What follows belongs to an exercise in optimizing a design on an open flow for small area, a short achievable clock period and few clock cycles; a production flow would make more cautious choices.
At most, simulation tests tie the RTL to the original design; equivalence was not proved.
Only the layout flow was run in runs 1 to 4; the RTL was not checked for function there.
No activity file was given, so power comes from the tool's default toggle rates.

==> flow/design.v <==
`default_nettype none
module hkre_xlate (
  input  logic [6:0] code_i,
  output logic [7:0] scan_o
);
  localparam logic [1023:0] Table = {
    8'h00, 8'h8A, 8'h00, 8'h00, 8'h00, 8'h00, 8'h00, 8'h00,
    8'h8D, 8'h74, 8'h7C, 8'h7D, 8'hA4, 8'hA3, 8'hA2, 8'hA1,
    8'h83, 8'h82, 8'h81, 8'h80, 8'h7D, 8'h7C, 8'h74, 8'h73,
    8'hF5, 8'h00, 8'hB1, 8'hF7, 8'h94, 8'h92, 8'h9F, 8'h9E,
    8'h9D, 8'h9B, 8'h9A, 8'h99, 8'h98, 8'h97, 8'h96, 8'h95,
    8'h9C, 8'hA4, 8'hA3, 8'hA2, 8'hA1, 8'hAA, 8'hA9, 8'hA7,
    8'hA8, 8'h8F, 8'h8D, 8'h8C, 8'h8E, 8'h8A, 8'h8B, 8'hB0,
    8'h7D, 8'h7C, 8'h72, 8'h71, 8'h68, 8'h67, 8'h66, 8'h65,
    8'h64, 8'h5A, 8'h59, 8'h58, 8'h57, 8'h56, 8'h00, 8'hF3,
    8'hED, 8'hFB, 8'hBF, 8'hE8, 8'hF2, 8'hBF, 8'hF7, 8'hF6,
    8'hFA, 8'hF5, 8'hF9, 8'hD4, 8'hBE, 8'hBC, 8'h71, 8'hBD,
    8'hEF, 8'hEA, 8'hE5, 8'hE0, 8'hDB, 8'hD6, 8'hD0, 8'hCB,
    8'hC5, 8'hC0, 8'hC3, 8'hDC, 8'hC8, 8'hC6, 8'hD3, 8'hE1,
    8'hD7, 8'hC7, 8'hD1, 8'hC1, 8'hF0, 8'hEB, 8'hDE, 8'hE3,
    8'hEC, 8'hE7, 8'hE2, 8'hE6, 8'hDD, 8'hD8, 8'hD2, 8'hCC,
    8'hCD, 8'hCE, 8'hD9, 8'hC2, 8'h00, 8'h00, 8'h00, 8'h00
  };
  assign scan_o = Table[{code_i, 3'b000} +: 8];
endmodule
`default_nettype wire
`default_nettype none
module hid_keyboard_report_to_key_events_core (
  input  logic        clk_i,
  input  logic        rst_ni,
  input  logic        in_valid_i,
  output logic        in_stall_o,
  input  logic [55:0] in_data_i,
  output logic        out_valid_o,
  input  logic        out_stall_i,
  output logic [9:0]  out_data_o
);
  logic [5:0][7:0] pk;       
  logic [5:0][7:0] cur_q;    
  logic [5:0][7:0] held_q;   
  logic            cv_q;     
  logic [1:0]      s_q;      
  logic [5:0]      fp_q;     
  logic [5:0]      fc_q;     
  logic [2:0]      mod_q;    
  logic [1:0]      ph_q;     
  logic [11:0]     km_q;     
  logic [11:0]     low_q;    
  logic            t_v;      
  logic [6:0]      t_key;    
  logic            t_val;    
  logic            t_last;   
  logic            stall_q;
  logic            ov_q;
  logic [9:0]      out_q;
  logic            advance;
  logic            accept;
  logic            step;
  logic            consume;
  logic [2:0]      in_mod;
  logic [5:0]      pz;       
  logic [5:0]      cz;       
  logic [5:0]      e0;       
  logic [5:0]      e1;       
  logic [5:0]      e2;       
  logic [5:0]      fp_n;
  logic [5:0]      fc_n;
  logic [11:0]     km_new;
  logic [11:0]     km_n;
  logic [11:0]     low_n;
  logic [11:0]     rest;
  logic [11:0]     low_k;
  logic [11:0]     low_r;
  logic [11:0]     seen_k;   
  logic [11:0]     seen_r;   
  logic [5:0]      low_cur;  
  logic [6:0]      sel_key;
  logic [7:0]      t_code;
  logic [1:0]      s_n;
  logic [1:0]      ph_n;
  assign advance = !ov_q || !out_stall_i;
  assign accept  = in_valid_i && !stall_q;
  assign step    = in_valid_i && (s_q != 2'd2);
  assign consume = advance && (km_q != '0) && (t_v ? (ph_q == 2'd0) : (ph_q == 2'd3));
  assign in_mod[0] = |(in_data_i[55:48] & 8'h22);
  assign in_mod[1] = |(in_data_i[55:48] & 8'h11);
  assign in_mod[2] = |(in_data_i[55:48] & 8'h44);
  for (genvar i = 0; i < 6; i++) begin : g_slot
    assign pk[i] = in_data_i[47-8*i -: 8];
    assign pz[i] = pk[i][7] || (pk[i][6:2] == 5'h00) || (pk[i][6:0] == 7'h39) ||
                   (pk[i][6:0] == 7'h66) || ((pk[i][6:3] == 4'hF) && (pk[i][2:0] != 3'h6));
    assign cz[i] = cur_q[i][7] || (cur_q[i][6:2] == 5'h00) || (cur_q[i][6:0] == 7'h39) ||
                   (cur_q[i][6:0] == 7'h66) || ((cur_q[i][6:3] == 4'hF) && (cur_q[i][2:0] != 3'h6));
    assign e0[i] = pk[i] == cur_q[i];
    assign e1[i] = pk[i] == cur_q[(i+1)%6];
    assign e2[i] = pk[i] == cur_q[(i+2)%6];
    assign fp_n[i] = (fp_q[i] && s_q != 2'd0) || e0[i] || e1[i] || e2[i];
    assign fc_n[i] = (fc_q[i] && s_q != 2'd0) || e0[i] || e1[(i+5)%6] || e2[(i+4)%6];
    assign km_new[2*i]   = cv_q && !cz[i] && !fc_q[i];
    assign km_new[2*i+1] = !pz[i] && !(cv_q && fp_q[i]);
  end
  always_comb begin
    for (int m = 0; m < 6; m++) begin
      low_cur[m] = (s_q == 2'd1) ? low_q[2*((m+3)%6)+1] : low_q[2*m+1];
    end
    sel_key = '0;
    for (int i = 0; i < 6; i++) begin
      sel_key = sel_key | ({7{low_q[2*i]}} & held_q[i][6:0])
                        | ({7{low_cur[i]}} & cur_q[i][6:0]);
    end
  end
  assign rest = km_q & ~low_q;
  assign km_n = consume ? rest : km_q;
  assign seen_k[0] = 1'b0;
  assign seen_r[0] = 1'b0;
  for (genvar i = 0; i < 12; i++) begin : g_low
    assign low_k[i] = km_q[i] && !seen_k[i];
    assign low_r[i] = rest[i] && !seen_r[i];
    if (i < 11) begin : g_seen
      assign seen_k[i+1] = seen_k[i] || km_q[i];
      assign seen_r[i+1] = seen_r[i] || rest[i];
    end
  end
  assign low_n = consume ? low_r : low_k;
  hkre_xlate u_xlate (.code_i(t_key), .scan_o(t_code));
  assign s_n  = step ? s_q + 2'd1 : s_q;
  assign ph_n = (advance && !t_v && ph_q != 2'd0) ? ph_q + 2'd1 : ph_q;
  always_ff @(posedge clk_i or negedge rst_ni) begin
    if (!rst_ni) begin
      cv_q    <= 1'b0;
      s_q     <= 2'd0;
      stall_q <= 1'b0;
      ph_q    <= 2'd0;
      km_q    <= '0;
      t_v     <= 1'b0;
      ov_q    <= 1'b0;
    end else begin
      if (accept) begin
        cv_q    <= 1'b1;
        s_q     <= 2'd0;
        stall_q <= 1'b1;
        km_q    <= km_new;
        ph_q    <= (advance && !t_v) ? 2'd2 : 2'd1;
      end else begin
        s_q     <= s_n;
        stall_q <= !((ph_n == 2'd0) && ((consume ? rest : km_q) == '0) && (!cv_q || s_n == 2'd2));
        km_q    <= km_n;
        ph_q    <= ph_n;
      end
      if (advance) begin
        ov_q <= (ph_q != 2'd0) || t_v || accept;
        t_v  <= consume;
      end
    end
  end
  always_ff @(posedge clk_i) begin
    if (accept) begin
      cur_q <= pk;
      mod_q <= in_mod;
    end else if (step) begin
      fp_q  <= fp_n;
      fc_q  <= {fc_n[2:0], fc_n[5:3]};
      cur_q <= {cur_q[2:0], cur_q[5:3]};
    end
    if (!stall_q) held_q <= cur_q;
    low_q <= low_n;
    if (consume) begin
      t_key  <= sel_key;
      t_val  <= |(low_q & 12'b1010_1010_1010);
      t_last <= rest == '0;
    end
    if (advance) begin
      if (t_v) begin
        out_q <= {t_code, t_val, t_last};
      end else begin
        case (ph_q)
          2'd1:    out_q <= {8'hAE, mod_q[0], 1'b0};
          2'd2:    out_q <= {8'hAF, mod_q[1], 1'b0};
          2'd3:    out_q <= {8'hB1, mod_q[2], km_q == '0};
          default: out_q <= {8'hAE, in_mod[0], 1'b0};
        endcase
      end
    end
  end
  assign in_stall_o  = stall_q;
  assign out_valid_o = ov_q;
  assign out_data_o  = out_q;
endmodule
`default_nettype wire
==> flow/run.sh <==
#!/bin/bash
# synth_recipe.tcl (not shown) runs the flow's synth.tcl, then flattens the netlist and writes it again
# the make line also repeats each setting of config.mk as NAME=value (left out here)
make -C /OpenROAD-flow-scripts/flow DESIGN_CONFIG=/design/flow/config.mk WORK_HOME=/design/flow/orfs CLKGATE_MAP_FILE= SYNTH_SCRIPT=/design/flow/synth_recipe.tcl finish
==> flow/config.mk <==
export PLATFORM = sky130hd
export DESIGN_NAME = hid_keyboard_report_to_key_events_core
export DESIGN_NICKNAME = hid_keyboard_report_to_key_events_core
export VERILOG_FILES = /design/flow/design.v
export SDC_FILE = /design/flow/constraint.sdc
export NUM_CORES = 4
export LEC_CHECK = 0
export ABC_CLOCK_PERIOD_IN_PS = 2300
export CAP_MARGIN = 20
export CORE_MARGIN = 2
export CORE_UTILIZATION = 40
export SETUP_SLACK_MARGIN = 2.7
export SLEW_MARGIN = 20
==> flow/constraint.sdc <==
create_clock -name core_clock -period 5.0 [get_ports {clk_i}]
set_input_delay 1.0000 -clock core_clock [delete_from_list [all_inputs] [get_ports {clk_i}]]
set_output_delay 1.0000 -clock core_clock [all_outputs]
set_load 0.01 [all_outputs]
==> impl_metrics.csv, run 1 <==
group,metric,value,unit
status,status,"no timing/DRC/antenna violations",
detailed_routing,drtAntennaViolNets,0,
place,io_buffers,69,
yosys,syn_area,0.01105,sq mm
pwr,power_per_cell_area,561.9,mW/mm^2
clock_tree,clkLatencyLatePin,0.44,ns
sta,rsz0062_at_grt,"yes",
clock_tree,clock-sinks,156,
yosys,synth_ff_type,"edfxtp_1",
clock_tree,root_buffer,"clkbuf_16",
clock_tree,ctsHtreeMaxLevel,4,
floorplan,dieArea,0.02898,sq mm
worst_setup_path,cp-start-kind,"register",
yosys,synth_edf_count,124,
pwr,ir_drop,0.2592,mV
detailed_routing,vias,9800,
detailed_routing,wl,37.85,mm
clock_tree,cts_buffers,17,
sta,drv_slew,0,
floorplan,core-area,0.02703,sq mm
yosys,synth_nets,1306,
detailed_routing,dr.pass1.iters,6,
global_routing,grt_max_degree,58,
place,gp_congestion,0.9169,
yosys,synth_cell_types,68,
job,cap_violations,0,
sta,min_period,2.317,ns
final_layout,antenna_cells,0,
pwr,switchingPower,3150,uW
sta,post-route-period-util,46.35,%
floorplan,rows,60,
worst_setup_path,r2r_slack,2.68,ns
yosys,synth_seq_cells,156,
sta,timing.fmax,431.5,MHz
worst_setup_path,worstSetupPathType,"register to register",
final_layout,drive_gt1_share,13.55,%
yosys,synth_area_leaders,"edfxtp_1, xor2_1, nand2_1",
detailed_routing,wl_per_cell,24.17,um
yosys,syn_inst,1229,
clock_tree,clkTransAtPathRegs,0.06,ns
final_layout,syn_to_final_growth,16.90,%
pwr,p_clk_share,17.5,%
yosys,synth_warnings,1,
global_routing,grt_overflow_total,0,
clock_tree,cts.path.max_buffers,2,
pwr,pwr-share-seq,39.4,%
final_layout,nFillCells,2556,
sta,timing.hold.ws,0.5385,ns
hold_path,hold_class,"primary input to asynchronous set/reset pin",
sta,worst_pin_slew,0.8338,ns
sta,setup_violations,0,
worst_setup_path,crit_arrival,2.48,ns
pwr,internal_power,4111,uW
floorplan,start_util,40.90,%
yosys,ys_seq_area_share,40.39,%
floorplan,io_pins,72,
final_layout,final_cell_area,0.01292,sq mm
place,place_area,0.01173,sq mm
sta,finalHoldViolCount,0,
detailed_routing,drt_iter0_markers,1298,
sta,fin_skew,0.01438,ns
pwr,p_sw_share,43.38,%
pwr,power.total,7260,uW
yosys,synth.avg_cell_area,8.994,sq um
floorplan,die_w,170.2,um
yosys,synth_top_area_share,33.69,%
detailed_routing,vias_per_cell,6.258,
global_routing,grt_util_all_layers,26.35,%
yosys,synth_top_area_cell,"edfxtp_1",
final_layout,nNetsFinal,1289,
global_routing,grt_pass1_vias,9092,
global_routing,grt_antenna_before_repair,0,
sta,relSlewSlack,43.90,%
worst_setup_path,required,5.16,ns
worst_setup_path,r2r_cells,7,
global_routing,grt_pass1_wl,56.55,mm
pwr,comb_power_share,43.1,%
detailed_routing,drc,0,
yosys,async_flop_share,12.82,%
clock_tree,cts_tree,"built",
worst_setup_path,path_max_fanout,5,
pwr,p_leak,0.004947,uW
worst_setup_path,rr_endpoint,"out_q[4]",
sta,fin_tns_setup,0,ns
place,hpwlAfterDp,24.24,mm
worst_setup_path,timing.rr.start,"t_key[0]",
floorplan,dieHeight,170.2,um
worst_setup_path,cp-end-kind,"register",
==> worst max-delay path, cell delays in order, from the launching register on <==
cell      delay (ns)
edfxtp_1        0.44
buf_6           0.17
ha_4            0.16
nand2b_1        0.16
a21boi_0        0.23
mux4_2          0.27
nor3_1          0.05
or4_1           0.57
==> worst max path at each step <==
stage,start,end,slack (ns),cells after the start
after global placement,in_valid_i,km_q[8],1.42,7
after CTS,t_key[1],out_q[4],2.70,6
after detailed placement,in_valid_i,km_q[8],1.39,7
after floorplan,out_stall_i,low_q[7],2.62,5
after global routing,t_key[1],out_q[4],2.64,7
final,t_key[0],out_q[4],2.68,7
==> layout by cell type, fill, tap and decap left out, types with 16 or more instances in the layout <==
cell             synthesis  layout
inv_1                   44      38
o21ai_0                 45      45
nor3_1                  20      20
a21oi_1                 41      40
dlygate4sd2_1            0      24
a22oi_1                 34      34
nor2_1                  31      31
nand3_1                 23      23
nand2_1                201     197
mux2_2                  25      25
clkdlybuf4s50_1          0      31
edfxtp_1               124     124
xor2_1                 144     144
nor2b_1                 29      26
clkbuf_16                0      17
buf_4                    1      25
nor4_1                  49      43
dfrtp_1                 20      16
o2111ai_1               16      16
nand2b_1                19      19
==> logic make-up (layout without fill, tap and decap cells) <==
kind of cell               Yosys count  count (layout)  synth area share (%)
DFF                                156             156                 40.39
muxes                               39              39                 4.268
and+or+nand+nor                    417             418                 18.15
adders and majority gates           17              17                 1.924
buffers and inverters              190             185                 6.633
AOI/OAI and AO/OA                  266             266                 17.23
xor gates and xnor gates           144             144                 11.41
==> Yosys cell counts (5+ instances only) <==
cell type and n:
nor2b_1 29, nand3_1 23, nor4_1 49, dfxtp_1 12
and2_1 10, o22ai_1 7, inv_1 44, a21o_1 5
o2111ai_1 16, or3_1 5, mux2i_1 10, o211ai_1 7
o21ai_0 45, a31oi_1 5, ha_1 17, nand2_1 201
buf_1 6, buf_2 13, xor2_1 144, a31o_2 6
edfxtp_1 124, a22oi_1 34, nor2_1 31, or2_2 6
nand2b_1 19, a221oi_1 10, o21bai_1 8, nor3_1 20
a211oi_1 12, o221ai_1 7, o311ai_0 8, mux2_2 25
clkbuf_1 123, a21oi_1 41, o21a_1 5, or4_1 8
o32ai_1 10, dfrtp_1 20
==> repair_timing <==
action | CTS | global route
pin swaps | 7 | 3
hold buffers | 0 | 0
gates cloned | 2 | 0
setup endpoints to repair | 120 | 27
gates resized for setup | 86 | 34
buffers inserted | 19 | 7
==> flip-flops by register name, summed over array words and instances (netlist names), 2 cells and up <==
name	cells
cur_q	48
fc_q	6
fp_q	6
held_q	42
km_q	12
low_q	12
mod_q	3
out_q	10
ph_q	2
s_q	2
t_key	7
==> area by class of cell <==
class                      count  area [sq um]  area share (%)
multi-input combinational    884          6190           47.90
sequential                   156          4472           34.61
timing repair buffer         106          1075           8.318
clock buffer                  20         456.7           3.534
tap                          341         426.7           3.302
inverter                      47         186.4           1.443
clock inverter                12         115.1          0.8909
==> per-layer routing <==
metal | GRT usage, % | part of all wire, %
met1 | 36.28 | 42
met2 | 40.63 | 45
met3 | 5.116 | 9.7
met4 | 10.85 | 4.1
met5 | 0 | 0
==> through the flow <==
step / instances / worst slack, ns / utilization, %
floorplan: 1229 / 2.620 / -
global placement: 1505 / 1.419 / 43.39
detailed placement: 1506 / 1.387 / 43.42
CTS: 1559 / 2.700 / 47.26
global route: 1566 / 2.645 / 47.81
finish: 1566 / 2.683 / 47.81
==> power by group through the flow <==
| stage | clock [uW] | sequential, uW | combinational (uW) |
|---|---|---|---|
| finish | 1270 | 2860 | 3130 |
| global route | 1340 | 2870 | 3450 |
| CTS | 1280 | 2810 | 3010 |
| detailed placement | 0 | 2850 | 2740 |
| global placement | 0 | 2850 | 2690 |
| floorplan | 0 | 2170 | 2440 |
==> inputs of run 2 (changes only) <==
--- a/flow/config.mk
+++ b/flow/config.mk
@@ -7,3 +7,3 @@
 export LEC_CHECK = 0
-export ABC_CLOCK_PERIOD_IN_PS = 2300
+export ABC_CLOCK_PERIOD_IN_PS = 2000
 export CAP_MARGIN = 20
@@ -11,3 +11,3 @@
 export CORE_UTILIZATION = 40
-export SETUP_SLACK_MARGIN = 2.7
+export SETUP_SLACK_MARGIN = 3.0
 export SLEW_MARGIN = 20
==> impl_metrics.csv, run 2 <==
group,metric,value,unit
status,status,"no timing/DRC/antenna violations",
final_layout,nNetsFinal,1328,
clock_tree,cts_tree,"built",
yosys,synth_edf_count,124,
job,cap_violations,0,
yosys,synth_ff_type,"edfxtp_1",
worst_setup_path,cp-start-kind,"register",
final_layout,final_common_cell,"nand2_1",
final_layout,multiInputGateArea,0.006525,sq mm
final_layout,fin_util,49.92,%
yosys,synth-compound-area-share,17.23,%
global_routing,grt_antenna_before_repair,0,
worst_setup_path,required,5.16,ns
yosys,synth.top_cells.by_count,"nand2_1, xor2_1, edfxtp_1",
worst_setup_path,crit_arrival,2.45,ns
floorplan,io_pins,72,
worst_setup_path,rr_endpoint,"out_q[4]",
clock_tree,root_buffer,"clkbuf_16",
worst_setup_path,r2r_slack,2.71,ns
final_layout,antenna_cells,0,
yosys,yosys.area_share.simple,18.15,%
sta,rsz0062_at_grt,"yes",
yosys,synthAdderAreaFrac,1.924,%
worst_setup_path,cp-end-kind,"register",
sta,fin_tns_setup,0,ns
detailed_routing,wl,39.38,mm
detailed_routing,dr.pass1.iters,5,
sta,fin_skew,0.01365,ns
place,gp_congestion,0.9435,
pwr,pwr-share-seq,37.1,%
final_layout,nFillCells,2549,
floorplan,rows,60,
pwr,ir_drop,0.2772,mV
worst_setup_path,slowest_delay,0.57,ns
detailed_routing,vias,10010,
clock_tree,clkLatencyLatePin,0.43,ns
detailed_routing,drt_iter0_markers,1264,
global_routing,grt_pass1_vias,9573,
sta,setup_violations,0,
global_routing,grt_pass1_wl,58.64,mm
worst_setup_path,worstSetupPathType,"register to register",
final_layout,biggestRegsByFlops,"cur_q: 48 flops, held_q: 42 flops",
sta,relSlewSlack,47.15,%
sta,worst_pin_slew,0.7927,ns
yosys,synth_top_area_share,33.69,%
place,hpwlAfterDp,24.63,mm
clock_tree,ctsHoldBuffers,0,
sta,min_period,2.292,ns
floorplan,dieArea,0.02898,sq mm
yosys,ys_seq_area_share,40.39,%
yosys,synth_seq_cells,156,
pwr,p_sw_share,43.13,%
sta,finalHoldViolCount,0,
yosys,synth.avg_cell_area,8.994,sq um
final_layout,drive_gt1_share,22.88,%
pwr,p_clk_share,16.2,%
clock_tree,ctsHtreeMaxLevel,4,
floorplan,die_w,170.2,um
sta,setup_slack,2.708,ns
detailed_routing,drtAntennaViolNets,0,
yosys,synth_nets,1306,
yosys,synth_top_area_cell,"edfxtp_1",
global_routing,grt_max_degree,58,
pwr,comb_power_share,46.7,%
yosys,yosysMostFrequentCell,"nand2_1",
worst_setup_path,timing.rr.start,"t_key[3]",
pwr,power_per_cell_area,574.1,mW/mm^2
yosys,async_flop_share,12.82,%
worst_setup_path,r2r_cells,5,
sta,post-route-period-util,45.83,%
pwr,p_leak,0.005186,uW
yosys,synth_area_leaders,"edfxtp_1, xor2_1, nand2_1",
yosys,synth_top_family_by_area,"simple AND/OR/NAND/NOR gates",
place,pre_cts_ws,1.747,ns
global_routing,grt_overflow_total,0,
clock_tree,cts.path.max_buffers,2,
hold_path,hold_class,"primary input to asynchronous set/reset pin",
final_layout,layout_common_cells,"nand2_1, xor2_1, edfxtp_1, buf_4",
yosys,syn_inst,1229,
final_layout,top_register,"cur_q",
final_layout,largest_reg_flops,48,
final_layout,syn_to_final_growth,22.06,%
yosys,synth_cell_types,68,
detailed_routing,vias_per_cell,6.239,
sta,timing.fmax,436.4,MHz
floorplan,core-area,0.02703,sq mm
detailed_routing,drc,0,
worst_setup_path,path_buf_inv,1,
pwr,power.total,7745,uW
detailed_routing,wl_per_cell,24.55,um
final_layout,regArea,0.004484,sq mm
worst_setup_path,path_max_fanout,57,
pwr,switchingPower,3341,uW
place,io_buffers,69,
global_routing,grt_util_all_layers,27.17,%
sta,drv_slew,0,
clock_tree,cts_buffers,17,
worst_setup_path,critPathSlowestCell,"mux4_2",
yosys,synth_warnings,1,
yosys,synth-xor-area-share,11.41,%
clock_tree,clkTransAtPathRegs,0.06,ns
floorplan,dieHeight,170.2,um
worst_setup_path,crit_chain,"buf_8 > mux4_2 > o22ai_2 > nor4_2 > or4_4",
clock_tree,clock-sinks,156,
floorplan,start_util,40.90,%
yosys,synth_mux_area_share,4.268,%
pwr,internal_power,4405,uW
worst_setup_path,cpLargestDelayFamily,"multiplexers",
yosys,syn_area,0.01105,sq mm
==> run 2: cells by family (layout without fill, tap and decap cells) <==
kind of cell	count (synthesis)	after routing
AND/OR/NAND/NOR	417	419
AO/OA/AOI/OAI	266	267
buffers and inverters	190	221
flip-flops	156	156
XOR/XNOR	144	144
multiplexers	39	39
adder cells (fa/ha/maj)	17	17
==> run 2: worst max-delay path by stage <==
stage / from / end / slack [ns] / cells past startpoint
floorplan: out_stall_i / low_q[7] / 2.62 / 5
global placement: in_valid_i / km_q[8] / 1.76 / 6
detailed placement: in_valid_i / km_q[8] / 1.75 / 6
CTS: t_key[1] / out_q[4] / 2.73 / 6
global route: t_key[1] / out_q[4] / 2.63 / 7
finish: t_key[3] / out_q[4] / 2.71 / 5
==> run 2: metrics by stage <==
step | cells | hold slack, ns | area (sq um)
after floorplan | 1229 | 0.4244 | 11340
after global placement | 1507 | 0.5275 | 11840
final | 1604 | 0.5415 | 13490
after detailed placement | 1507 | 0.5421 | 11840
after CTS | 1593 | 0.5545 | 13170
after global routing | 1604 | 0.5680 | 13490
==> run 2: cell type report <==
type | instances | share of cell area [%]
Multi-Input combinational cell | 886 | 48.36
Clock buffer | 18 | 3.181
Tap cell | 341 | 3.162
Sequential cell | 156 | 33.24
Clock inverter | 13 | 0.9459
Inverter | 47 | 1.567
Timing Repair Buffer | 143 | 9.543
==> run 2: metal layers <==
layer | wire length [um] | global-route usage, %
met5 | 0 | 0
met4 | 1375 | 10.41
met3 | 3926 | 5.465
met2 | 17990 | 43.00
met1 | 16100 | 36.70
==> run 2: power groups by stage <==
stage               sequential [uW]  combinational (uW)  clock [uW]
finish                         2870                3610        1260
global route                   2890                3910        1320
floorplan                      2170                2530           0
global placement               2890                2730           0
detailed placement             2910                2770           0
CTS                            2810                3330        1260
==> run 2: timing repair <==
item                                    4_1_cts  5_1_grt
pin swaps                                    24       32
endpoints found under the setup margin      188       43
hold endpoints to repair                      0        0
gates cloned                                  4        2
gates resized for setup                     223       79
buffers inserted                             51        9
==> inputs of run 3 (changes only) <==
--- a/flow/config.mk
+++ b/flow/config.mk
@@ -7,3 +7,3 @@
 export LEC_CHECK = 0
-export ABC_CLOCK_PERIOD_IN_PS = 2000
+export ABC_CLOCK_PERIOD_IN_PS = 2500
 export CAP_MARGIN = 20
@@ -11,3 +11,3 @@
 export CORE_UTILIZATION = 40
-export SETUP_SLACK_MARGIN = 3.0
+export SETUP_SLACK_MARGIN = 2.5
 export SLEW_MARGIN = 20
==> impl_metrics.csv, run 3 <==
group,metric,value,unit
place,place_area,0.01171,sq mm
worst_setup_path,cp-end-kind,"register",
clock_tree,cts_tree,"built",
clock_tree,clock-sinks,156,
global_routing,grt_pass1_wl,55.81,mm
sta,worst_pin_slew,0.8563,ns
sta,min_period,2.531,ns
clock_tree,clkTransAtPathRegs,0.07,ns
sta,rsz0062_at_grt,"yes",
hold_path,hold_class,"primary input to asynchronous set/reset pin",
detailed_routing,drtAntennaViolNets,0,
sta,setup_slack,2.469,ns
floorplan,core-area,0.02703,sq mm
final_layout,syn_to_final_growth,13.53,%
final_layout,largest_reg_flops,48,
detailed_routing,routed-wl-met3,3.293,mm
pwr,p_leak,0.004705,uW
worst_setup_path,worstSetupPathType,"register to register",
yosys,synth_edf_count,124,
worst_setup_path,cp-start-kind,"register",
yosys,synth_warnings,1,
detailed_routing,drc,0,
detailed_routing,dr.pass1.iters,7,
detailed_routing,route.top_layer_used,"met4",
sta,relSlewSlack,42.39,%
detailed_routing,vias_per_cell,6.257,
pwr,ir_drop,0.2641,mV
detailed_routing,routed-wl-met2,16.79,mm
detailed_routing,wl,36.92,mm
floorplan,dieHeight,170.2,um
worst_setup_path,critPathSlowestCell,"or4_1",
place,gp_congestion,0.9593,
yosys,synth_seq_cells,156,
yosys,async_flop_share,12.82,%
sta,fin_skew,0.01622,ns
final_layout,layout_common_cells,"nand2_1, xor2_1, edfxtp_1, clkdlybuf4s50_1, nor4_1",
sta,drv_slew,0,
worst_setup_path,r2r_cells,6,
final_layout,nNetsFinal,1272,
clock_tree,root_buffer,"clkbuf_16",
yosys,synth_ff_type,"edfxtp_1",
sta,timing.fmax,395.0,MHz
global_routing,grt_util_all_layers,25.82,%
global_routing,grt_pass1_vias,9145,
worst_setup_path,path_max_fanout,15,
floorplan,dieArea,0.02898,sq mm
clock_tree,ctsHoldBuffers,0,
place,pre_cts_ws,1.630,ns
floorplan,die_w,170.2,um
detailed_routing,drt_iter0_markers,1176,
yosys,syn_area,0.01105,sq mm
yosys,synth_nets,1306,
place,io_buffers,69,
sta,setup_violations,0,
detailed_routing,wl_per_cell,23.82,um
final_layout,drive_gt1_share,10.10,%
yosys,ys_seq_area_share,40.39,%
worst_setup_path,slowest_delay,0.56,ns
clock_tree,ctsHtreeMaxLevel,4,
detailed_routing,vias,9699,
clock_tree,cts_buffers,17,
global_routing,grt_overflow_total,0,
yosys,synth_top_area_cell,"edfxtp_1",
clock_tree,cts.path.max_buffers,2,
yosys,synth_top_area_share,33.69,%
floorplan,rows,60,
detailed_routing,wl_met1,15.24,mm
pwr,power_per_cell_area,567.7,mW/mm^2
place,hpwlAfterDp,24.44,mm
sta,post-route-period-util,50.63,%
global_routing,grt_antenna_before_repair,0,
floorplan,io_pins,72,
worst_setup_path,required,5.16,ns
yosys,synth_area_leaders,"edfxtp_1, xor2_1, nand2_1",
yosys,synth.avg_cell_area,8.994,sq um
sta,fin_tns_setup,0,ns
sta,finalHoldViolCount,0,
job,cap_violations,0,
worst_setup_path,crit_arrival,2.70,ns
final_layout,final_common_cell,"nand2_1",
global_routing,grt_max_degree,73,
clock_tree,clkLatencyLatePin,0.44,ns
yosys,syn_inst,1229,
yosys,yosysMostFrequentCell,"nand2_1",
final_layout,top_register,"cur_q",
status,status,"no timing/DRC/antenna violations",
floorplan,start_util,40.90,%
worst_setup_path,crit_chain,"buf_4 > ha_2 > mux4_2 > o22ai_1 > nor4_1 > or4_1",
final_layout,final_cell_area,0.01255,sq mm
yosys,synth_cell_types,68,
final_layout,biggestRegsByFlops,"cur_q: 48 flops, held_q: 42 flops",
yosys,synth.top_cells.by_count,"nand2_1, xor2_1, edfxtp_1",
-- run 3: cell counts after synthesis --
Identical to the previous run, type by type.
-- run 3: logic make-up after synthesis --
family	synth area share, %
AND/OR/NAND/NOR	18.15
adder cells (fa/ha/maj)	1.924
flip-flops	40.39
XOR/XNOR	11.41
multiplexers	4.268
AO/OA/AOI/OAI	17.23
buffers and inverters	6.633
-- run 3: cell type report --
class	count	area, sq um
clock inverters	10	142.6
well taps	341	426.7
diodes	1	2.502
fillers	2566	14480
clock buffers	22	444.2
inverters	47	186.4
flip-flops and latches	156	4469
repair buffers	90	882.1
multi-input cells	883	5995
-- run 3: through the flow --
stage	hold slack, ns	instances	power, uW	util (%)
final	0.5316	1550	7124	46.43
after detailed placement	0.5258	1506	5588	43.33
after global routing	0.5728	1549	7514	46.42
after CTS	0.5453	1546	7000	46.01
after floorplan	0.4244	1229	4579	-
after global placement	0.5269	1506	5541	43.33
-- run 3: final timing paths --
check                          from  endpoint  slack (ns)
min                          rst_ni       t_v        0.53
max reg2reg                t_key[1]  out_q[4]        2.47
max                        t_key[1]  out_q[4]        2.47
max in group asynchronous    rst_ni   stall_q        4.08
min in group core_clock     km_q[8]  low_q[8]        0.54
min reg2reg                 km_q[8]  low_q[8]        0.54
-- run 3: power breakdown --
group	total (uW)	switching, uW	internal, uW	leakage, uW
Sequential	2870	887	1980	0.00151
Clock	1320	536	786	0.000271
Combinational	2930	1620	1320	0.00292
-- run 3: per-layer routing --
layer / global-route usage [%] / vias to the layer above
met3: 3.395 / 109
met4: 12.60 / 0
met1: 35.62 / 4700
met2: 40.05 / 541
li1: - / 4349
met5: 0 / -
-- run 3: worst max-delay path, delay by kind of cell, from the launching register on --
| family | cells | cell delay, ns |
|---|---|---|
| compound gates | 1 | 0.17 |
| fa+ha+maj | 1 | 0.27 |
| buf+inv | 1 | 0.24 |
| flops | 1 | 0.46 |
| mux | 1 | 0.47 |
| simple gates | 2 | 0.65 |
-- run 3: what timing repair did --
item,4_1_cts,5_1_grt
endpoints found under the setup margin,31,17
buffers inserted,8,3
gates resized for setup,20,27
==> inputs of run 4 (changes only) <==
--- a/flow/config.mk
+++ b/flow/config.mk
@@ -7,3 +7,4 @@
 export LEC_CHECK = 0
-export ABC_CLOCK_PERIOD_IN_PS = 2500
+export ABC_AREA = 1
+export ABC_CLOCK_PERIOD_IN_PS = 2300
 export CAP_MARGIN = 20
@@ -11,3 +12,3 @@
 export CORE_UTILIZATION = 40
-export SETUP_SLACK_MARGIN = 2.5
+export SETUP_SLACK_MARGIN = 2.7
 export SLEW_MARGIN = 20
==> impl_metrics.csv, run 4 <==
group,metric,value,unit
status,status,"no timing/DRC/antenna violations",
detailed_routing,dr.pass1.iters,5,
clock_tree,cts_tree,"built",
yosys,yosysMostFrequentCell,"nand2_1",
final_layout,largest_reg_flops,48,
yosys,synth_warnings,1,
worst_setup_path,r2r_slack,2.71,ns
final_layout,layout_common_cells,"nand2_1, inv_1, edfxtp_1, xnor2_1, nor2_1",
yosys,ys_seq_area_share,41.96,%
detailed_routing,vias,10210,
final_layout,nFillCells,2632,
detailed_routing,drtAntennaViolNets,0,
global_routing,grt_max_degree,49,
floorplan,start_util,40.83,%
global_routing,grt_util_all_layers,27.63,%
yosys,synth_area_leaders,"edfxtp_1, nand2_1, xnor2_1",
yosys,synth_top_area_cell,"edfxtp_1",
sta,finalHoldViolCount,0,
clock_tree,ctsHoldBuffers,0,
detailed_routing,vias_per_cell,5.873,
detailed_routing,wl,38.82,mm
floorplan,die_w,167.1,um
sta,timing.fmax,429.7,MHz
final_layout,final_common_cell,"nand2_1",
yosys,synth.avg_cell_area,7.682,sq um
yosys,synth_cell_types,42,
final_layout,antenna_cells,0,
yosys,synth_ff_type,"edfxtp_1",
clock_tree,clkLatencyLatePin,0.45,ns
final_layout,nNetsFinal,1468,
sta,worst_pin_slew,0.8120,ns
worst_setup_path,timing.rr.start,"s_q[1]",
yosys,synth_edf_count,124,
clock_tree,cts.path.max_buffers,2,
floorplan,dieArea,0.02792,sq mm
sta,post-route-period-util,46.54,%
yosys,synth_top_area_share,35.00,%
yosys,syn_inst,1385,
yosys,async_flop_share,12.82,%
global_routing,grt_pass1_vias,9588,
sta,setup_violations,0,
final_layout,fin_util,46.56,%
floorplan,dieHeight,167.1,um
yosys,syn_area,0.01064,sq mm
worst_setup_path,path_max_fanout,48,
sta,relSlewSlack,45.50,%
worst_setup_path,rr_endpoint,"t_key[2]",
place,hpwlAfterDp,27.97,mm
worst_setup_path,crit_arrival,2.41,ns
yosys,synth_seq_cells,156,
yosys,synth.top_cells.by_count,"nand2_1, inv_1, edfxtp_1",
yosys,synth_nets,1462,
job,cap_violations,0,
worst_setup_path,cp-start-kind,"primary input",
pwr,ir_drop,0.3966,mV
clock_tree,ctsHtreeMaxLevel,4,
pwr,power_per_cell_area,454.8,mW/mm^2
clock_tree,clkTransAtPathRegs,0.07,ns
final_layout,biggestRegsByFlops,"cur_q: 48 flops, held_q: 42 flops",
floorplan,core-area,0.02606,sq mm
sta,rsz0062_at_grt,"yes",
sta,fin_tns_setup,0,ns
final_layout,syn_to_final_growth,14.04,%
worst_setup_path,required,5.09,ns
floorplan,rows,59,
worst_setup_path,r2r_cells,7,
clock_tree,clock-sinks,156,
sta,drv_slew,0,
final_layout,top_register,"cur_q",
clock_tree,cts_buffers,17,
detailed_routing,wl_per_cell,22.32,um
floorplan,io_pins,72,
global_routing,grt_pass1_wl,58.03,mm
place,io_buffers,69,
detailed_routing,drt_iter0_markers,1354,
sta,fin_skew,0.01396,ns
final_layout,drive_gt1_share,6.624,%
worst_setup_path,worstSetupPathType,"primary input to register",
worst_setup_path,cp-end-kind,"register",
place,gp_congestion,0.9898,
pwr,p_leak,0.005130,uW
sta,min_period,2.327,ns
global_routing,grt_antenna_before_repair,0,
clock_tree,root_buffer,"clkbuf_16",
detailed_routing,drc,0,
hold_path,hold_class,"primary input to asynchronous set/reset pin",
global_routing,grt_overflow_total,0,
==> run 4: cell count changes after synthesis, sizes merged, moves of 38 or more <==
cell    previous run  this run
nand3             23        89
nand4              1        49
nand2            201       370
nor2              31       103
xnor2              0       104
xor2             144        11
nor4              49        11
o21ai             45       108
inv               44       136
clkbuf           123        79
==> run 4: worst max-delay path by stage <==
stage	depth (start not counted)	slack, ns	endpoint	startpoint
final	4	2.67	cur_q[38]	in_valid_i
after global routing	4	2.58	cur_q[38]	in_valid_i
after CTS	4	2.67	cur_q[33]	in_valid_i
after detailed placement	8	1.90	low_q[5]	out_stall_i
after global placement	8	1.93	low_q[5]	out_stall_i
after floorplan	5	2.73	cur_q[0]	stall_q
==> run 4: through the flow <==
stage	cell area [sq um]	total power, uW	hold slack (ns)	setup WS, ns	std cells
final	12130	5518	0.5151	2.673	1739
after global routing	12130	5796	0.5446	2.584	1739
after CTS	12060	5415	0.5414	2.671	1736
after detailed placement	11400	4108	0.5304	1.902	1696
after global placement	11400	4116	0.5294	1.933	1696
after floorplan	10660	3374	0.4244	2.725	1385
==> run 4: logic make-up after synthesis <==
logic type,Yosys count,share of synthesized area [%]
buffers and inverters,237,8.820
AOI/OAI and AO/OA,220,12.10
and+or+nand+nor,640,25.65
xor gates and xnor gates,115,9.467
adders and majority gates,17,1.999
DFF,156,41.96
==> run 4: layout make-up <==
class                      count  area (sq um)  area share [%]
clock inverter                15         146.4           1.207
multi-input combinational    993          5326           43.90
sequential                   156          4464           36.79
clock buffer                  17         425.4           3.506
inverter                     137         533.0           4.393
tap                          335         419.2           3.455
timing repair buffer          86         818.3           6.744
==> run 4: report_power, final <==
| part | switching (uW) | internal, uW | total (uW) |
|---|---|---|---|
| clock network | 620 | 663 | 1280 |
| logic | 1510 | 749 | 2260 |
| registers | 283 | 1690 | 1970 |
==> run 4: metal layers <==
metal | share of wire (%) | GRT usage [%] | wire length (um)
met1 | 42 | 37.96 | 16200
met4 | 4.0 | 11.66 | 1539
met2 | 44 | 42.80 | 16940
met5 | 0 | 0 | 0
met3 | 11 | 5.204 | 4134
==> run 4: worst max-delay path, stage by stage <==
cell and delay [ns]:
clkdlybuf4s50_1 0.49, nand2_2 0.21, buf_6 0.30, nand2_8 0.37
==> run 4: repair_timing <==
item,in CTS,in global routing
gates resized for setup,37,20
cloned,0,1
setup endpoints to repair,123,72
pin swaps,3,5
setup buffers,8,2
==> inputs of run 5 (changes only) <==
--- a/flow/design.v
+++ b/flow/design.v
@@ -38,4 +38,4 @@
   logic [5:0][7:0] pk;       
-  logic [5:0][7:0] cur_q;    
-  logic [5:0][7:0] held_q;   
+  logic [5:0][6:0] cur_q;    
+  logic [5:0][6:0] held_q;   
   logic            cv_q;     
@@ -61,2 +61,3 @@
   logic [5:0]      pz;       
+  logic [5:0][6:0] pkc;      
   logic [5:0]      cz;       
@@ -91,7 +92,7 @@
                    (pk[i][6:0] == 7'h66) || ((pk[i][6:3] == 4'hF) && (pk[i][2:0] != 3'h6));
-    assign cz[i] = cur_q[i][7] || (cur_q[i][6:2] == 5'h00) || (cur_q[i][6:0] == 7'h39) ||
-                   (cur_q[i][6:0] == 7'h66) || ((cur_q[i][6:3] == 4'hF) && (cur_q[i][2:0] != 3'h6));
-    assign e0[i] = pk[i] == cur_q[i];
-    assign e1[i] = pk[i] == cur_q[(i+1)%6];
-    assign e2[i] = pk[i] == cur_q[(i+2)%6];
+    assign pkc[i] = pz[i] ? 7'h00 : pk[i][6:0];
+    assign cz[i] = cur_q[i] == 7'h00;
+    assign e0[i] = !pk[i][7] && (pk[i][6:0] == cur_q[i]);
+    assign e1[i] = !pk[i][7] && (pk[i][6:0] == cur_q[(i+1)%6]);
+    assign e2[i] = !pk[i][7] && (pk[i][6:0] == cur_q[(i+2)%6]);
     assign fp_n[i] = (fp_q[i] && s_q != 2'd0) || e0[i] || e1[i] || e2[i];
@@ -107,4 +108,4 @@
     for (int i = 0; i < 6; i++) begin
-      sel_key = sel_key | ({7{low_q[2*i]}} & held_q[i][6:0])
-                        | ({7{low_cur[i]}} & cur_q[i][6:0]);
+      sel_key = sel_key | ({7{low_q[2*i]}} & held_q[i])
+                        | ({7{low_cur[i]}} & cur_q[i]);
     end
@@ -157,6 +158,5 @@
     if (accept) begin
-      cur_q <= pk;
+      cur_q <= pkc;
       mod_q <= in_mod;
     end else if (step) begin
-      fp_q  <= fp_n;
       fc_q  <= {fc_n[2:0], fc_n[5:3]};
@@ -164,2 +164,3 @@
     end
+    fp_q <= fp_n;
     if (!stall_q) held_q <= cur_q;
--- a/flow/config.mk
+++ b/flow/config.mk
@@ -7,3 +7,2 @@
 export LEC_CHECK = 0
-export ABC_AREA = 1
 export ABC_CLOCK_PERIOD_IN_PS = 2300
==> impl_metrics.csv, run 5 <==
group,metric,value,unit
sta,relSlewSlack,52.22,%
pwr,power.total,6985,uW
place,hpwlAfterDp,21.73,mm
clock_tree,ctsHtreeMaxLevel,4,
global_routing,met1_usage,35.92,%
global_routing,grt_util_all_layers,25.61,%
final_layout,biggestRegsByFlops,"cur_q: 42 flops, held_q: 42 flops",
global_routing,grt_pass1_vias,8213,
global_routing,grt_max_degree,48,
yosys,synth_cell_types,67,
yosys,synth_seq_cells,150,
final_layout,fin_util,48.41,%
global_routing,grt_overflow_total,0,
detailed_routing,wl,33.83,mm
final_layout,final_cell_area,0.01209,sq mm
global_routing,busiest_layer,"met2",
worst_setup_path,critical_path.most_common_cell,"or4_4",
worst_setup_path,slowest_delay,0.55,ns
final_layout,final_common_cell,"xor2_1",
yosys,synth.top_cells.by_count,"xor2_1, clkbuf_1, edfxtp_1",
clock_tree,clkTransAtPathRegs,0.06,ns
global_routing,grt_antenna_before_repair,0,
place,gp_congestion,0.8946,
yosys,yosysMostFrequentCell,"xor2_1",
worst_setup_path,crit_chain,"or4_4 > or4_4 > o31ai_4 > buf_6 > buf_12 > nor3_1 > o21a_1",
job,cap_violations,0,
global_routing,grt_pass1_wl,50.89,mm
sta,min_period,2.338,ns
worst_setup_path,cp-end-kind,"register",
place,io_buffers,69,
yosys,synth_area_leaders,"edfxtp_1, xor2_1, dfrtp_1",
detailed_routing,drtAntennaViolNets,0,
final_layout,nNetsFinal,1133,
clock_tree,clock-sinks,150,
floorplan,core-area,0.02496,sq mm
sta,rsz0062_at_grt,"yes",
pwr,ir_drop,0.2899,mV
sta,worst_pin_slew,0.7157,ns
global_routing,grt_use_met2,39.88,%
clock_tree,root_buffer,"clkbuf_16",
floorplan,rows,58,
yosys,synth_warnings,1,
final_layout,drive_gt1_share,15.43,%
worst_setup_path,cpLargestDelayFamily,"simple AND/OR/NAND/NOR gates",
worst_setup_path,worstSetupPathType,"register to register",
final_layout,syn_to_final_growth,20.09,%
final_layout,nFillCells,2339,
sta,fin_tns_setup,0,ns
worst_setup_path,required,5.31,ns
floorplan,dieHeight,162.6,um
clock_tree,cts_tree,"built",
yosys,synth_ff_type,"edfxtp_1",
yosys,synth_top_area_share,33.42,%
worst_setup_path,path_max_fanout,5,
worst_setup_path,critPathSlowestCell,"or4_4",
sta,post-route-period-util,46.76,%
floorplan,dieArea,0.02644,sq mm
detailed_routing,wl_per_cell,24.18,um
final_layout,layout_common_cells,"xor2_1, edfxtp_1, nand2_1, nor4_1, a22o_1",
pwr,power_per_cell_area,578.0,mW/mm^2
detailed_routing,vias_per_cell,6.306,
yosys,syn_inst,1049,
sta,fin_skew,0.01099,ns
sta,drv_slew,0,
clock_tree,cts_buffers,17,
place,place_area,0.01080,sq mm
final_layout,antenna_cells,0,
yosys,async_flop_share,13.33,%
yosys,synth_top_area_cell,"edfxtp_1",
floorplan,io_pins,72,
yosys,syn_area,0.01006,sq mm
floorplan,die_w,162.6,um
yosys,synth_nets,1126,
yosys,synth.avg_cell_area,9.593,sq um
detailed_routing,drc,0,
yosys,synth_edf_count,112,
clock_tree,cts.path.max_buffers,2,
worst_setup_path,crit_arrival,2.65,ns
clock_tree,clkLatencyLatePin,0.43,ns
floorplan,start_util,40.31,%
detailed_routing,dr.pass1.iters,5,
sta,setup_violations,0,
global_routing,grtUsageMet3,4.456,%
sta,timing.fmax,427.7,MHz
detailed_routing,drt_iter0_markers,1112,
status,status,"no timing/DRC/antenna violations",
detailed_routing,vias,8822,
pwr,p_leak,0.004547,uW
worst_setup_path,cp-start-kind,"register",
yosys,ys_seq_area_share,41.97,%
worst_setup_path,path_buf_inv,2,
hold_path,hold_class,"register to register",
sta,finalHoldViolCount,0,
-- run 5: changes by cell type in the layout (fill, tap and decap cells not counted), sizes merged, moves of 58 or more --
| cell | previous run | this run |
|---|---|---|
| nand3 | 89 | 31 |
| nor2 | 103 | 29 |
| xor2 | 11 | 126 |
| o21ai | 108 | 31 |
| inv | 143 | 43 |
| nand2 | 371 | 68 |
| xnor2 | 104 | 0 |
-- run 5: power by group --
part           internal (uW)  switching [uW]
logic                   1400            1710
clock network            810             499
registers               1840             727
-- run 5: layout make-up --
class / instances / area (sq um) / area share (%)
clock buffers: 24 / 471.7 / 3.903
clock inverters: 8 / 121.4 / 1.004
inverters: 44 / 190.2 / 1.574
multi-input cells: 724 / 5482 / 45.36
flip-flops and latches: 150 / 4225 / 34.96
well taps: 330 / 412.9 / 3.417
repair buffers: 117 / 1167 / 9.659
repair inverters: 2 / 15.01 / 0.1242
-- run 5: logic make-up (layout without fill, tap and decap cells) --
family	Yosys count	count (layout)	synth area share [%]
adder cells (fa/ha/maj)	17	17	2.114
AO/OA/AOI/OAI	262	262	19.81
XOR/XNOR	126	126	10.97
AND/OR/NAND/NOR	290	292	15.29
multiplexers	27	27	3.195
flip-flops	150	150	41.97
buffers and inverters	177	195	6.652
-- run 5: through the flow --
| step | instances | hold WS, ns | worst slack (ns) |
|---|---|---|---|
| floorplan | 1049 | 0.4244 | 2.683 |
| global route | 1399 | 0.5292 | 2.610 |
| detailed placement | 1321 | 0.4704 | 1.730 |
| CTS | 1382 | 0.4993 | 2.601 |
| global placement | 1321 | 0.4727 | 1.721 |
| finish | 1399 | 0.5000 | 2.662 |
-- run 5: routing by layer --
layer | wire (um) | up-vias
met1 | 14260 | 4351
li1 | - | 3912
met3 | 2969 | 73
met5 | 0 | -
met2 | 15510 | 486
met4 | 1094 | 0
-- run 5: repair_timing --
item                       CTS  global route
buffers inserted            25            17
hold buffers                 0             0
setup endpoints to repair  100           131
pin swaps                   14            13
gates cloned                 4             0
gates resized for setup     67            58
-- run 5: worst reg2reg max path, delay by kind of cell (launching register included) --
family          cells  cell delay [ns]
simple gates        3             1.08
compound gates      2             0.47
flops               1             0.38
buf+inv             2             0.30
-- run 5: worst paths after layout --
path,startpoint,end,slack [ns],depth (start not counted)
setup / recovery,km_q[3],low_q[5],2.66,7
hold / removal,fp_q[5],fp_q[5],0.50,2
setup reg to reg,km_q[3],low_q[5],2.66,7
hold reg to reg,fp_q[5],fp_q[5],0.50,2
max in group asynchronous,rst_ni,stall_q,4.07,1
min in group asynchronous,rst_ni,ov_q,0.55,1
Testbench counts of run 5, summed over its fixed seeds: cycles 13,752.
==> inputs of run 6 (changes only) <==
--- a/flow/config.mk
+++ b/flow/config.mk
@@ -7,2 +7,3 @@
 export LEC_CHECK = 0
+export ABC_AREA = 1
 export ABC_CLOCK_PERIOD_IN_PS = 2300
==> impl_metrics.csv, run 6 <==
group,metric,value,unit
yosys,ys_seq_area_share,42.55,%
clock_tree,cts.path.max_buffers,2,
global_routing,grt_antenna_before_repair,0,
yosys,async_flop_share,13.33,%
yosys,syn_inst,1312,
worst_setup_path,r2r_cells,4,
sta,worst_pin_slew,0.9939,ns
worst_setup_path,slowest_delay,0.72,ns
global_routing,grt_pass1_wl,58.31,mm
yosys,syn_area,0.009928,sq mm
place,gp_congestion,0.9955,
final_layout,syn_to_final_growth,19.09,%
final_layout,final_cell_area,0.01182,sq mm
worst_setup_path,cp-start-kind,"primary input",
hold_path,hold_class,"register to register",
sta,post-route-period-util,45.88,%
floorplan,rows,57,
clock_tree,cts_tree,"built",
sta,fin_skew,0.01379,ns
global_routing,grt_max_degree,46,
yosys,synth_top_area_share,33.88,%
detailed_routing,drtAntennaViolNets,0,
sta,min_period,2.294,ns
worst_setup_path,worstSetupPathType,"primary input to register",
floorplan,io_pins,72,
floorplan,die_w,161.5,um
worst_setup_path,crit_chain,"clkdlybuf4s50_1 > inv_1 > o22ai_1 > nor2_1 > nand4_1 > nand4_1",
final_layout,regArea,0.004224,sq mm
global_routing,grt_overflow_total,0,
clock_tree,clkTransAtPathRegs,0.07,ns
place,dp_cells,1646,
final_layout,biggestRegsByFlops,"cur_q: 42 flops, held_q: 42 flops",
detailed_routing,drt_iter0_markers,1297,
final_layout,layout_common_cells,"nand2_1, inv_1, edfxtp_1, nor2_1, o21ai_0",
sta,drv_slew,0,
worst_setup_path,critPathSlowestCell,"clkdlybuf4s50_1",
clock_tree,clkLatencyLatePin,0.44,ns
detailed_routing,wl,38.75,mm
floorplan,core-area,0.02432,sq mm
pwr,power_per_cell_area,504.4,mW/mm^2
yosys,synth_edf_count,112,
place,hpwlAfterDp,27.76,mm
final_layout,multiInputGateArea,0.004997,sq mm
place,io_buffers,69,
floorplan,dieArea,0.02610,sq mm
clock_tree,cts_buffers,17,
sta,rsz0062_at_grt,"yes",
final_layout,antenna_cells,0,
yosys,synth_cell_types,46,
hold_path,whs_path_depth,2,
final_layout,nFillCells,2418,
yosys,yosysMostFrequentCell,"nand2_1",
global_routing,grt_util_all_layers,29.93,%
detailed_routing,vias_per_cell,6.013,
floorplan,dieHeight,161.5,um
sta,setup_violations,0,
worst_setup_path,required,5.14,ns
pwr,p_leak,0.004962,uW
final_layout,drive_gt1_share,7.581,%
detailed_routing,drc,0,
final_layout,final_common_cell,"nand2_1",
status,status,"no timing/DRC/antenna violations",
final_layout,nNetsFinal,1449,
detailed_routing,dr.pass1.iters,7,
clock_tree,ctsHoldBuffers,0,
worst_setup_path,crit_arrival,2.43,ns
final_layout,stdcell_count,1709,
yosys,synth_ff_type,"edfxtp_1",
yosys,synth_seq_cells,150,
sta,relSlewSlack,32.88,%
clock_tree,clock-sinks,150,
worst_setup_path,cp-end-kind,"register",
worst_setup_path,critical_path.most_common_cell,"nand4_1",
global_routing,grt_pass1_vias,9470,
detailed_routing,vias,10280,
yosys,synth.avg_cell_area,7.567,sq um
yosys,synth_nets,1389,
final_layout,fin_util,48.62,%
yosys,synth_top_area_cell,"edfxtp_1",
sta,finalHoldViolCount,0,
clock_tree,root_buffer,"clkbuf_16",
yosys,synth_warnings,1,
floorplan,start_util,40.82,%
yosys,synth_area_leaders,"edfxtp_1, nand2_1, inv_1",
job,cap_violations,0,
worst_setup_path,path_max_fanout,7,
detailed_routing,wl_per_cell,22.67,um
sta,fin_tns_setup,0,ns
place,place_area,0.01080,sq mm
pwr,ir_drop,0.2174,mV
clock_tree,ctsHtreeMaxLevel,4,
yosys,synth.top_cells.by_count,"nand2_1, inv_1, edfxtp_1",
sta,timing.fmax,435.9,MHz
-- run 6: cells by family after synthesis --
logic type | after synthesis | synth area share (%)
XOR/XNOR | 47 | 4.146
AO/OA/AOI/OAI | 299 | 18.01
flip-flops | 150 | 42.55
buffers and inverters | 218 | 8.633
AND/OR/NAND/NOR | 581 | 24.52
adder cells (fa/ha/maj) | 17 | 2.142
-- run 6: worst paths after layout --
path	from	endpoint	slack, ns
setup / recovery	in_data_i[3]	fc_q[4]	2.71
hold / removal	fp_q[0]	fp_q[0]	0.47
setup reg to reg	cur_q[27]	km_q[6]	2.82
hold reg to reg	fp_q[0]	fp_q[0]	0.47
max in group asynchronous	rst_ni	km_q[1]	4.12
min in group asynchronous	rst_ni	km_q[8]	0.53
-- run 6: routing by layer --
layer / global-route usage, % / routed length (um) / up-vias
li1: - / - / 4649
met1: 41.24 / 15650 / 4865
met2: 46.95 / 17420 / 656
met3: 4.828 / 3907 / 106
met4: 12.38 / 1771 / 0
met5: 0 / 0 / -
-- run 6: where the power goes --
| group | total [uW] | internal [uW] | switching (uW) |
|---|---|---|---|
| sequential | 2150 | 1710 | 439 |
| clock | 1300 | 709 | 589 |
| combinational | 2520 | 845 | 1670 |
-- run 6: metrics by stage --
stage,total power (uW),worst slack [ns],hold slack (ns)
6_report,5964,2.706,0.4715
5_1_grt,6287,2.613,0.5048
4_1_cts,5825,2.702,0.4673
3_5_place_dp,4467,1.727,0.4542
3_3_place_gp,4486,1.776,0.4437
2_1_floorplan,3563,2.713,0.4244
-- run 6: final cells by class --
type / count / area share, %
Multi-Input combinational cell: 946 / 42.26
Sequential cell: 150 / 35.72
Timing Repair Buffer: 100 / 8.455
Inverter: 157 / 5.143
Clock buffer: 17 / 3.598
Tap cell: 324 / 3.429
Clock inverter: 15 / 1.386
-- run 6: what timing repair did --
action,4_1_cts,5_1_grt
pin swaps,5,2
setup endpoints to repair,147,74
cloned,3,0
setup buffers,16,12
gates resized for setup,47,32
-- run 6: critical path, delay by kind of cell --
kind / cells / cell delay, ns
and+or+nand+nor: 3 / 0.38
buffers and inverters: 2 / 0.87
AOI/OAI and AO/OA: 1 / 0.17
==> inputs of run 7 (changes only) <==
==> flow/flow/run.sh (new file) <==
#!/bin/bash
# Standard layout, with the port buffers made of plain buffer cells
# (buffer_ports picks a delay cell by default).
export BUFFER_PORTS_ARGS="-buffer_cell sky130_fd_sc_hd__buf_2"
bash standard.sh > standard.log 2>&1
==> flow/standard.sh (new file) <==
#!/bin/bash
# synth_recipe.tcl (not shown) runs the flow's synth.tcl, then flattens the netlist and writes it again
# the make line also repeats each setting of config.mk as NAME=value (left out here)
make -C /OpenROAD-flow-scripts/flow DESIGN_CONFIG=/design/flow/config.mk WORK_HOME=/design/flow/orfs CLKGATE_MAP_FILE= SYNTH_SCRIPT=/design/flow/synth_recipe.tcl "${@:-finish}"
removed: flow/run.sh
==> impl_metrics.csv, run 7 <==
group,metric,value,unit
place,place_area,0.01045,sq mm
pwr,p_leak,0.004655,uW
final_layout,final_common_cell,"nand2_1",
worst_setup_path,cp-start-kind,"register",
worst_setup_path,required,5.28,ns
final_layout,drive_gt1_share,10.86,%
pwr,power_per_cell_area,524.9,mW/mm^2
worst_setup_path,crit_arrival,2.48,ns
yosys,syn_inst,1312,
yosys,synth_warnings,1,
detailed_routing,dr.pass1.iters,6,
worst_setup_path,path_max_fanout,6,
hold_path,worstHoldStart,"fp_q[2]",
sta,min_period,2.199,ns
worst_setup_path,cp-end-kind,"register",
final_layout,stdcell_count,1698,
clock_tree,ctsHoldBuffers,0,
hold_path,whs_path_depth,2,
global_routing,grt_use_met2,44.77,%
worst_setup_path,r2r_cells,4,
yosys,synth.avg_cell_area,7.567,sq um
clock_tree,cts_buffers,17,
clock_tree,root_buffer,"clkbuf_16",
yosys,synth_cell_types,46,
yosys,syn_area,0.009928,sq mm
sta,timing.fmax,454.7,MHz
final_layout,nNetsFinal,1436,
global_routing,grtUsageMet3,5.573,%
yosys,synth_edf_count,112,
clock_tree,clock-sinks,150,
worst_setup_path,r2r_slack,2.80,ns
global_routing,grt_pass1_wl,56.84,mm
detailed_routing,drc,0,
yosys,synth.top_cells.by_count,"nand2_1, inv_1, edfxtp_1",
sta,relSlewSlack,39.51,%
sta,finalHoldViolCount,0,
yosys,synth_area_leaders,"edfxtp_1, nand2_1, inv_1",
detailed_routing,drtAntennaViolNets,0,
yosys,synth_nets,1389,
floorplan,die_w,161.5,um
floorplan,io_pins,72,
place,io_buffers,69,
global_routing,grt_pass1_vias,9365,
clock_tree,ctsHtreeMaxLevel,4,
sta,fin_skew,0.01380,ns
clock_tree,clkTransAtPathRegs,0.07,ns
final_layout,syn_to_final_growth,13.31,%
sta,rsz0062_at_grt,"no",
detailed_routing,vias,10090,
yosys,ys_seq_area_share,42.55,%
sta,worst_pin_slew,0.8957,ns
global_routing,grt_util_all_layers,29.15,%
global_routing,grt_max_degree,55,
worst_setup_path,rr_endpoint,"km_q[6]",
yosys,synth_ff_type,"edfxtp_1",
sta,setup_violations,0,
pwr,ir_drop,0.2659,mV
floorplan,dieArea,0.02610,sq mm
sta,drv_slew,0,
floorplan,dieHeight,161.5,um
yosys,synth_top_area_cell,"edfxtp_1",
global_routing,met1_usage,39.00,%
status,status,"no timing/DRC/antenna violations",
detailed_routing,wl,37.70,mm
sta,post-route-period-util,43.99,%
final_layout,layout_common_cells,"nand2_1, inv_1, edfxtp_1, nor2_1, o21ai_0",
hold_path,min_to,"fp_q[2]",
global_routing,grt_antenna_before_repair,2,
detailed_routing,wl_per_cell,22.20,um
clock_tree,clkLatencyLatePin,0.44,ns
sta,fin_tns_setup,0,ns
final_layout,final_cell_area,0.01125,sq mm
clock_tree,cts.path.max_buffers,2,
hold_path,hold_class,"register to register",
detailed_routing,drt_iter0_markers,1354,
place,hpwlAfterDp,27.25,mm
final_layout,biggestRegsByFlops,"cur_q: 42 flops, held_q: 42 flops",
clock_tree,cts_tree,"built",
place,dp_cells,1647,
yosys,yosysMostFrequentCell,"nand2_1",
global_routing,busiest_layer,"met2",
floorplan,start_util,40.82,%
job,cap_violations,0,
worst_setup_path,timing.rr.start,"cur_q[24]",
floorplan,core-area,0.02432,sq mm
detailed_routing,vias_per_cell,5.940,
sta,timing.hold.ws,0.4760,ns
place,gp_congestion,1.015,
worst_setup_path,worstSetupPathType,"register to register",
yosys,synth_seq_cells,150,
global_routing,grt_overflow_total,0,
floorplan,rows,57,
yosys,synth_top_area_share,33.88,%
yosys,async_flop_share,13.33,%
final_layout,nFillCells,2459,
run 7: cell types whose count changed in the layout (fill, tap and decap cells not counted), moves of 4 or more:
cell             before  now
buf_2                 1   69
buf_4                27   18
clkdlybuf4s50_1      27    0
dlygate4sd2_1        20    0
dlymetal6s2s_1       20    0
inv_8                 6    1
nor2_1               97  101
run 7: area by class of cell:
| cell class | instances | area [sq um] | area share [%] |
|---|---|---|---|
| clock buffer | 19 | 432.9 | 3.848 |
| clock inverter | 13 | 156.4 | 1.390 |
| sequential | 150 | 4225 | 37.56 |
| inverter | 157 | 608.1 | 5.405 |
| timing repair buffer | 89 | 520.5 | 4.627 |
| antenna | 2 | 5.005 | 0.04449 |
| multi-input combinational | 944 | 4896 | 43.52 |
| tap | 324 | 405.4 | 3.604 |
run 7: critical path, cell delays in order, from the launching register on:
cell	delay [ns]
edfxtp_1	0.55
inv_1	0.38
nand4_1	0.23
o41ai_1	0.77
nand2_1	0.11
run 7: worst max-delay path by stage:
stage	to	startpoint
final	km_q[6]	cur_q[24]
after global routing	out_q[6]	t_key[4]
after CTS	cur_q[25]	stall_q
after detailed placement	cur_q[25]	in_valid_i
after global placement	cur_q[25]	in_valid_i
after floorplan	cur_q[0]	stall_q
run 7: where the power goes:
group / switching [uW] / internal, uW / total (uW)
combinational: 1650 / 798 / 2440
sequential: 430 / 1710 / 2140
clock: 537 / 782 / 1320
run 7: what timing repair did:
item                                   in CTS  in global routing
endpoints found under the hold margin       0                  0
resized for setup                           8                 17
setup buffers                               7                 10
setup endpoints to repair                  61                 64
run 7: cell families after synthesis:
kind of cell | after synthesis | synth area share, %
xor gates and xnor gates | 47 | 4.146
buffers and inverters | 218 | 8.633
DFF | 150 | 42.55
adders and majority gates | 17 | 2.142
AOI/OAI and AO/OA | 299 | 18.01
and+or+nand+nor | 581 | 24.52
run 7: metrics by stage:
stage / utilization [%] / worst slack [ns] / total power [uW]
2_1_floorplan: - / 2.713 / 3563
3_3_place_gp: 42.97 / 1.963 / 4392
3_5_place_dp: 42.97 / 1.930 / 4384
4_1_cts: 45.72 / 2.690 / 5740
5_1_grt: 46.25 / 2.710 / 6209
6_report: 46.26 / 2.801 / 5904
run 7: per-layer routing:
layer / wire, um / share of wire [%] / up-vias
met3: 3742 / 9.9 / 133
met5: 13 / 0.034 / -
met4: 2079 / 5.5 / 2
li1: - / - / 4616
met1: 15240 / 40 / 4721
met2: 16630 / 44 / 614
==> inputs of run 8 (changes only) <==
--- a/flow/config.mk
+++ b/flow/config.mk
@@ -12,2 +12,3 @@
 export CORE_UTILIZATION = 40
+export CTS_BUF_LIST = sky130_fd_sc_hd__clkbuf_4 sky130_fd_sc_hd__clkbuf_8
 export SETUP_SLACK_MARGIN = 2.7
==> impl_metrics.csv, run 8 <==
group,metric,value,unit
final_layout,multiInputGateArea,0.004892,sq mm
clock_tree,ctsHoldBuffers,0,
global_routing,grt_pass1_wl,56.81,mm
final_layout,stdcell_count,1698,
detailed_routing,dr.pass1.iters,8,
detailed_routing,wl_per_cell,22.13,um
worst_setup_path,required,5.20,ns
yosys,yosysMostFrequentCell,"nand2_1",
sta,min_period,2.170,ns
final_layout,nFillCells,2474,
final_layout,biggestRegsByFlops,"cur_q: 42 flops, held_q: 42 flops",
yosys,synth_cell_types,46,
yosys,synth_top_area_share,33.88,%
clock_tree,cts.path.max_buffers,2,
hold_path,min_to,"fp_q[0]",
yosys,syn_inst,1312,
detailed_routing,drtAntennaViolNets,0,
yosys,synth_nets,1389,
floorplan,core-area,0.02432,sq mm
floorplan,rows,57,
sta,setup_violations,0,
yosys,synth_edf_count,112,
final_layout,syn_to_final_growth,11.42,%
sta,relSlewSlack,45.88,%
worst_setup_path,timing.rr.start,"t_key[4]",
global_routing,grt_util_all_layers,29.03,%
global_routing,grt_antenna_before_repair,2,
pwr,ir_drop,0.2532,mV
job,cap_violations,0,
clock_tree,clkLatencyLatePin,0.47,ns
sta,rsz0062_at_grt,"no",
sta,finalHoldViolCount,0,
floorplan,dieArea,0.02610,sq mm
final_layout,layout_common_cells,"nand2_1, inv_1, edfxtp_1, nor2_1, o21ai_0",
yosys,synth.top_cells.by_count,"nand2_1, inv_1, edfxtp_1",
worst_setup_path,crit_arrival,2.37,ns
worst_setup_path,r2r_slack,2.84,ns
worst_setup_path,r2r_cells,9,
sta,timing.hold.ws,0.4719,ns
global_routing,grt_max_degree,55,
yosys,synth.avg_cell_area,7.567,sq um
clock_tree,clkTransAtPathRegs,0.10,ns
place,io_buffers,69,
yosys,async_flop_share,13.33,%
worst_setup_path,critPathSlowestCell,"o21bai_1",
yosys,synth_top_area_cell,"edfxtp_1",
sta,timing.fmax,460.9,MHz
clock_tree,cts_buffers,17,
worst_setup_path,slowest_delay,0.60,ns
clock_tree,clock-sinks,150,
place,dp_cells,1647,
worst_setup_path,cp-end-kind,"register",
sta,post-route-period-util,43.40,%
yosys,synth_seq_cells,150,
floorplan,dieHeight,161.5,um
final_layout,drive_gt1_share,10.93,%
detailed_routing,drc,0,
place,hpwlAfterDp,27.25,mm
floorplan,start_util,40.82,%
worst_setup_path,path_max_fanout,8,
global_routing,grt_pass1_vias,9361,
detailed_routing,wl,37.57,mm
sta,fin_tns_setup,0,ns
final_layout,nNetsFinal,1436,
floorplan,io_pins,72,
clock_tree,ctsHtreeMaxLevel,4,
final_layout,final_common_cell,"nand2_1",
yosys,synth_ff_type,"edfxtp_1",
hold_path,worstHoldStart,"fp_q[0]",
detailed_routing,vias,10080,
hold_path,hold_class,"register to register",
pwr,power_per_cell_area,503.6,mW/mm^2
place,gp_congestion,1.015,
clock_tree,cts_tree,"built",
clock_tree,root_buffer,"clkbuf_8",
final_layout,regArea,0.004225,sq mm
floorplan,die_w,161.5,um
worst_setup_path,crit_chain,"buf_2 > inv_1 > o21ai_1 > nand3_1 > nand2_1 > o211ai_1 > o21bai_1 > o21ai_0",
status,status,"no timing/DRC/antenna violations",
worst_setup_path,worstSetupPathType,"primary input to register",
yosys,ys_seq_area_share,42.55,%
sta,worst_pin_slew,0.8013,ns
yosys,syn_area,0.009928,sq mm
pwr,p_leak,0.004573,uW
sta,fin_skew,0.01891,ns
sta,drv_slew,0,
yosys,synth_area_leaders,"edfxtp_1, nand2_1, inv_1",
global_routing,grt_overflow_total,0,
detailed_routing,vias_per_cell,5.936,
worst_setup_path,rr_endpoint,"out_q[6]",
yosys,synth_warnings,1,
worst_setup_path,cp-start-kind,"primary input",
hold_path,whs_path_depth,2,
detailed_routing,drt_iter0_markers,1333,
-- run 8: worst max-delay path, delay by kind of cell --
kind	cells	cell delay, ns
AO/OA/AOI/OAI	4	0.98
AND/OR/NAND/NOR	2	0.14
buffers and inverters	2	0.25
-- run 8: cells by family (layout without fill, tap and decap cells) --
kind of cell             Yosys count  in the layout  share of synthesized area (%)
other                              0              2                              0
XOR/XNOR                          47             47                          4.146
buffers and inverters            218            278                          8.633
AND/OR/NAND/NOR                  581            581                          24.52
AO/OA/AOI/OAI                    299            299                          18.01
flip-flops                       150            150                          42.55
adder cells (fa/ha/maj)           17             17                          2.142
-- run 8: layer usage --
| metal | share of wire, % | vias to the layer above | wire length, um | global-route usage (%) |
|---|---|---|---|---|
| li1 | - | 4625 | - | - |
| met1 | 41 | 4734 | 15280 | 39.21 |
| met2 | 45 | 601 | 16730 | 44.93 |
| met3 | 10 | 117 | 3749 | 5.907 |
| met4 | 4.8 | 2 | 1798 | 13.35 |
| met5 | 0.035 | - | 13 | 0 |
-- run 8: area by class of cell --
| type | count | area share (%) |
|---|---|---|
| multi-input cells | 944 | 44.23 |
| well taps | 324 | 3.665 |
| inverters | 157 | 5.497 |
| repair buffers | 89 | 4.705 |
| diodes | 2 | 0.04524 |
| clock inverters | 13 | 1.414 |
| clock buffers | 19 | 2.251 |
| flip-flops and latches | 150 | 38.20 |
-- run 8: metrics by stage --
step,util [%],total power [uW],setup WS (ns),instance area [sq um]
floorplan,-,3563,2.713,9946
global placement,42.97,4392,1.963,10450
detailed placement,42.97,4384,1.930,10450
CTS,44.93,5419,2.685,10930
global route,45.48,5887,2.710,11060
finish,45.49,5571,2.830,11060
-- run 8: worst max path at each step --
stage | startpoint | to | cells after the start
2_1_floorplan | stall_q | cur_q[0] | 4
3_3_place_gp | in_valid_i | cur_q[25] | 7
3_5_place_dp | in_valid_i | cur_q[25] | 7
4_1_cts | stall_q | cur_q[25] | 8
5_1_grt | t_key[4] | out_q[6] | 9
6_report | in_data_i[16] | cur_q[25] | 8
-- run 8: power breakdown --
| part | internal (uW) | total, uW | switching (uW) |
|---|---|---|---|
| logic | 797 | 2430 | 1640 |
| registers | 1710 | 2140 | 430 |
| clock network | 502 | 999 | 497 |
| total | 3010 | 5570 | 2560 |
-- run 8: timing repair --
action                                  4_1_cts  5_1_grt
endpoints found under the setup margin       62       63
setup buffers                                 7       10
gates resized for setup                       6       18

Check on run 8: ideal ports give 2.830 ns setup slack; a clkbuf_16 on the clock port and buf_2 on the inputs give 2.841 ns; moving port delays by the midpoint clock arrival (0.502 ns) as well gives 2.350 ns.
